Context: an optimization exercise on an open-source flow, tuned for small area, a short achievable clock period and few clock cycles per item. The choices shown serve that exercise and are no tape-out recipe.
Where RTL was checked, it was by simulation tests only, not by an equivalence proof against the original.
Power figures rest on the tool's default switching activity, not on a simulated workload.

== JK ==
## bounded_ordered_set
module bounded_ordered_set (
   input  logic        clock,
   input  logic        reset,
   input  logic        req_tvalid,
   output logic        req_tready,
   input  logic [31:0] req_tdata,
   input  logic [1:0]  req_tuser,
   output logic        rsp_tvalid,
   input  logic        rsp_tready,
   output logic [7:0]  rsp_tdata,   
   input  logic        csr_we,
   input  logic [3:0]  csr_wdata
);
For scale: roughly 1100 cells after synthesis, roughly 330 flip-flops, roughly 53 I/O pins, roughly 0.014 mm² of cells after synthesis.
make LEC_CHECK=0 ABC_AREA=1 CAP_MARGIN=20 CORE_MARGIN=2 CORE_UTILIZATION=40 CTS_CLUSTER_DIAMETER=120 CTS_CLUSTER_SIZE=25 SETUP_SLACK_MARGIN=2.4 SLEW_MARGIN=20 finish   # period 4.0 ns
run.sh (not shown) runs the stock make flow with config.mk's settings and CLKGATE_MAP_FILE= SYNTH_SCRIPT=/design/flow/synth_recipe.tcl, a recipe that flattens the netlist after the stock synthesis.
Testbench counts of JK, summed over its fixed seeds: cycles 16,016, items 16,000.
Modified inputs, MS compared to JK
- changing SETUP_SLACK_MARGIN from 2.4 to 2.0
==> results.txt <==
Looking at data required time at the worst endpoint, MS sits 0.95 ns above JK.
Going from JK to MS, combinational fraction of design power now smaller, maximum clock skew at final layout about even, share of the clock period used by the worst path went up 5.2 points, total power shrank by 1.5%, first-pass GRT wire length decreased 4.2%.
JK → MS: largest net degree at the start of global routing ~0 delta; design area -5.8%; measured slew at the worst slew-check pin now larger.


Another version of the RTL of bounded_ordered_set (not shown whole).
Size in the first run: roughly 320 flip-flops, roughly 13000 µm² of cells after synthesis.
==> flow/config.mk <==
export PLATFORM = sky130hd
export DESIGN_NAME = bounded_ordered_set
export DESIGN_NICKNAME = bounded_ordered_set
export VERILOG_FILES = /design/flow/design.v
export SDC_FILE = /design/flow/constraint.sdc
export NUM_CORES = 4
export LEC_CHECK = 0
export CAP_MARGIN = 20
export CORE_MARGIN = 2
export CORE_UTILIZATION = 40
export SETUP_SLACK_MARGIN = 2.2
export SLEW_MARGIN = 20
==> flow/constraint.sdc <==
create_clock -name core_clock -period 4.0 [get_ports {clock}]
set_input_delay 0.8000 -clock core_clock [delete_from_list [all_inputs] [get_ports {clock}]]
set_output_delay 0.8000 -clock core_clock [all_outputs]
set_load 0.01 [all_outputs]
Edit:
Settings changed: ABC_AREA set to 1, SETUP_SLACK_MARGIN 2.2 to 2.4.
What happened: The changed run ran to the end with no violations. Register-to-register slack gains 0.36 ns. Design area rises by 18%. Via count grows by 61%. Synthesized area came out higher by 16%. Worst setup slack is better by 0.19 ns. Routed wire length went up by 83%. Sequential power hardly moves. Clock-buffer cell count climbs by 1. Power grows by 9.2%.
Edit:
Settings changed: SETUP_SLACK_MARGIN 2.4 to 2.2.
After rerunning:
- The changed run ran to the end with no violations
- core utilization came out lower by 3.3 points
- critical path depth does not change
- global-route usage came out lower by 3.7 points
- wire length came out lower by 11%
- flip-flop and latch count is unchanged
- area after synthesis is unchanged
- clock power hardly moves
Function was not checked in any run of this note: the RTL went through the layout flow alone.


Setup of job 5284:
Another version of the RTL of bounded_ordered_set (not shown whole).
For scale: roughly 900 cells after synthesis, about 53 I/O pins, about 13000 um^2 of cells after synthesis.
Design bounded_ordered_set, start of the top module:
module bounded_ordered_set (
   input  logic        clock,
   input  logic        reset,
   input  logic        req_tvalid,
   output logic        req_tready,
   input  logic [31:0] req_tdata,
   input  logic [1:0]  req_tuser,
   output logic        rsp_tvalid,
   input  logic        rsp_tready,
   output logic [7:0]  rsp_tdata,   
   input  logic        csr_we,
   input  logic [3:0]  csr_wdata
);
   localparam int N = bos_pkg::CAPACITY;
   localparam int W = bos_pkg::RSP_W;
   localparam int Q = 3;
   logic [N-1:0]       valid_ff;
   logic [N:0]         count_ff;    
   logic [N-1:0]       below_ff;    
   logic               a_valid_ff;
   logic               a_insert_ff;
   logic               a_remove_ff;
   logic [N-1:0]       a_equal_lo_ff;
   logic [N-1:0]       a_equal_hi_ff;
   logic [1:0]         q_cnt_ff;
   logic [W-1:0]       q_ff [Q];
   logic               rsp_valid_ff;
   logic [1:0]         out_cnt_ff;
  ...
clock: 4.0 ns
lec_check: 0
cap_margin: 20
core_margin: 2
core_utilization: 40
setup_slack_margin: 2.2
slew_margin: 20
Job 5284 | status: complete | timing, DRC, antenna: pass
Testbench counts of job 5284, summed over its fixed seeds: cycles 16,016, items 16,000.
Modified inputs, job 3899 compared to job 5284
--- a/flow/config.mk
+++ b/flow/config.mk
@@ -6,4 +6,5 @@
 export NUM_CORES = 4
 export LEC_CHECK = 0
+export ABC_AREA = 1
 export CAP_MARGIN = 20
 export CORE_MARGIN = 2
Notes after the runs:
- Job 3899: logic depth of the worst setup path including buffers is 6 lower than what job 5284 reported.
- Run comparison: job 3899 critical path class register to output pin; job 5284 critical path class register to register
- Summary of job 3899 over job 5284: combinational cell fraction of total power down 1.3 points; total power down about 0.8%.
Setup changes, job 3899 to job 2660
--- a/flow/config.mk
+++ b/flow/config.mk
@@ -10,4 +10,6 @@
 export CORE_MARGIN = 2
 export CORE_UTILIZATION = 40
+export CTS_CLUSTER_DIAMETER = 120
+export CTS_CLUSTER_SIZE = 25
 export SETUP_SLACK_MARGIN = 2.2
 export SLEW_MARGIN = 20
Notes after the runs:
- Compared job 3899 against job 2660; transition at the pin with the smallest max-transition slack within noise.
- Worst setup slack came out lower on job 2660 than on job 3899.
- Comparing job 3899 and job 2660, the higher total power draw was measured on job 3899.
- As far as number of distinct library cell variants in the gate-level netlist after synthesis goes, job 3899 and job 2660 are indistinguishable; the numbers are identical.
- Job 2660 vs job 3899, final-layout clock buffer total went down by 28.
- Re utilization of the core after routing: job 2660 is 2.1 points down on job 3899.
- Diff job 3899 and job 2660: hold slack higher in job 3899


build 3:
RTL: one of the versions met above, not the one the previous note started from.
Size in the first run: ~1,100 cells after synthesis, about 53 I/O pins, ~14,000 um^2 of cells after synthesis.
==> flow/config.mk <==
export PLATFORM = sky130hd
export DESIGN_NAME = bounded_ordered_set
export DESIGN_NICKNAME = bounded_ordered_set
export VERILOG_FILES = /design/flow/design.v
export SDC_FILE = /design/flow/constraint.sdc
export NUM_CORES = 4
export LEC_CHECK = 0
export ABC_AREA = 1
export CAP_MARGIN = 20
export CORE_MARGIN = 2
export CORE_UTILIZATION = 40
export CTS_CLUSTER_DIAMETER = 120
export CTS_CLUSTER_SIZE = 25
export SETUP_SLACK_MARGIN = 2.25
export SLEW_MARGIN = 20
==> flow/constraint.sdc <==
create_clock -name core_clock -period 4.0 [get_ports {clock}]
set_input_delay 0.8000 -clock core_clock [delete_from_list [all_inputs] [get_ports {clock}]]
set_output_delay 0.8000 -clock core_clock [all_outputs]
set_load 0.01 [all_outputs]
Per the final summary, build 3 finished and its layout is clean on timing, DRC and antenna.
Testbench counts of build 3, summed over its fixed seeds: cycles 16,016, items 16,000.
[inputs] build 81 vs build 3
- a change of CORE_UTILIZATION from 40 to 60
- a change of SETUP_SLACK_MARGIN from 2.25 to 2.2
## What came out
In the metrics for build 3 and build 81, the one carrying the lower aggregate routed wire length is build 81. Comparing build 3 and build 81, the lower pre-CTS setup slack is on build 81. Measured against build 81, the cell count of build 3 comes out at 1.10 times the reference value.
The following lists how build 11 was set up differently from build 81:
- CORE_UTILIZATION now 40, was 60
==> results.txt <==
The area occupied by registers was comparable across build 81 and build 11.
Re global placement routability congestion: build 81 and build 11 aren't equal, and the lower value belongs to build 81.
The critical path capture point comes out rsp_tdata[4] in one run and rsp_tdata[5] in the other, namely in build 81 and build 11 respectively.
The core of build 11 is less densely filled than that of build 81.
Compared with build 81, in build 11 fraction of area in multi-input gates went down by 0.72 points, power has increased.
Relative to build 81, the final cell area reported for build 11 is higher.
Changes in build 80 relative to build 11:
- changing SETUP_SLACK_MARGIN from 2.2 to 2.25
- changing CORE_UTILIZATION from 40 to 60
- changing CTS_CLUSTER_DIAMETER from 120 to 150
- changing CTS_CLUSTER_SIZE from 25 to 30
### Flow results
Any difference in worst stage delay on the critical path between build 11 and build 80 is small enough to ignore. Taking build 11 as the reference, in build 80 period utilization comparable; final critical-path setup slack comparable; fraction of power consumed by the clock network -1.6 points; cell area reported after detailed placement -310 um^2; clock network power fell about 9%. On top achievable clock speed, build 80 and build 11 are neck and neck. Summary: total power, build 80 better than build 11. Build 80 vs build 11: sequential share of layout area up in build 80. Looking at starting density of the core, build 80 sits above build 11. Build 80 ended with less cell area after layout than build 11.
The inputs of build 28 differ from those of build 80 as listed below.
- CTS_CLUSTER_SIZE: 30 -> 25
- CTS_CLUSTER_DIAMETER: 150 -> 120
Notes after the runs:
Portion of the layout cell area used by non-clock buffers: build 28 vs build 80 down 0.47 points. Compared with build 80, build 28 shows a higher total power. Compared with build 80, build 28 shows a lower sequential share of layout area. Compare build 80 and build 28 | synthesis-to-layout area growth higher: build 28. Summary of the comparison: final area is higher in build 28, relative to build 80. On data required time of the critical path, build 80 and build 28 are basically level. In terms of wire length per cell after detailed routing, build 28 and build 80 differ only marginally. From build 28 to build 80, core outline area did not move at all. Diff build 80 -> build 28 | layout filler cell count | increase of 9. Of build 80 and build 28, the run reporting the higher clock power share was build 28.

[separate check: timing with driven ports]
The results above use ideal ports. As a check the final layouts listed here were re-extracted and re-timed, cells and wires unchanged. Step 1, drivers: a clkbuf_16 drives clock and a buf_2 each remaining input, both assumed. Step 2 also shifts input and output timing later by t, the mid clock arrival at the registers, as if the neighbouring blocks saw the same clock. Three values: no drivers, after step 1, after step 2; two values: the first two.
| run | t (ns) | slack for setup (ns) | clock arrival spread, ns | worst data-port slew with drivers (ns) |
|---|---|---|---|---|
| JK | 0.558 | 2.171 / 2.122 / 1.869 | 0.022 / 0.022 | 0.07 |
| MS | 0.558 | 1.963 / 1.963 / 1.503 | 0.024 / 0.024 | 0.05 |
| the first run of note 2 | 0.561 | 1.926 / 1.926 / 1.411 | 0.023 / 0.023 | 0.06 |
| the second run of note 2 | 0.605 | 2.121 / 2.070 / 1.715 | 0.015 / 0.015 | 0.06 |
| the third run of note 2 | 0.598 | 2.161 / 2.106 / 1.641 | 0.014 / 0.014 | 0.04 |
| job 5284 | 0.558 | 1.838 / 1.838 / 1.712 | 0.020 / 0.020 | 0.04 |
| job 3899 | 0.568 | 2.193 / 2.143 / 1.731 | 0.038 / 0.038 | 0.04 |
| job 2660 | 0.548 | 2.177 / 2.135 / 1.738 | 0.036 / 0.036 | 0.04 |
| build 3 | 0.555 | 2.180 / 2.133 / 1.768 | 0.046 / 0.046 | 0.07 |
| build 81 | 0.543 | 2.162 / 2.115 / 1.707 | 0.051 / 0.050 | 0.04 |
| build 11 | 0.556 | 2.177 / 2.131 / 1.687 | 0.027 / 0.027 | 0.07 |
| build 80 | 0.546 | 2.175 / 2.128 / 1.734 | 0.017 / 0.017 | 0.04 |
| build 28 | 0.550 | 2.170 / 2.123 / 1.761 | 0.035 / 0.034 | 0.04 |
After both steps every run listed still meets setup and hold. For the third run of note 2, which loses most, drivers alone change the setup slack by -0.055 ns; drivers and shift together by -0.520 ns.
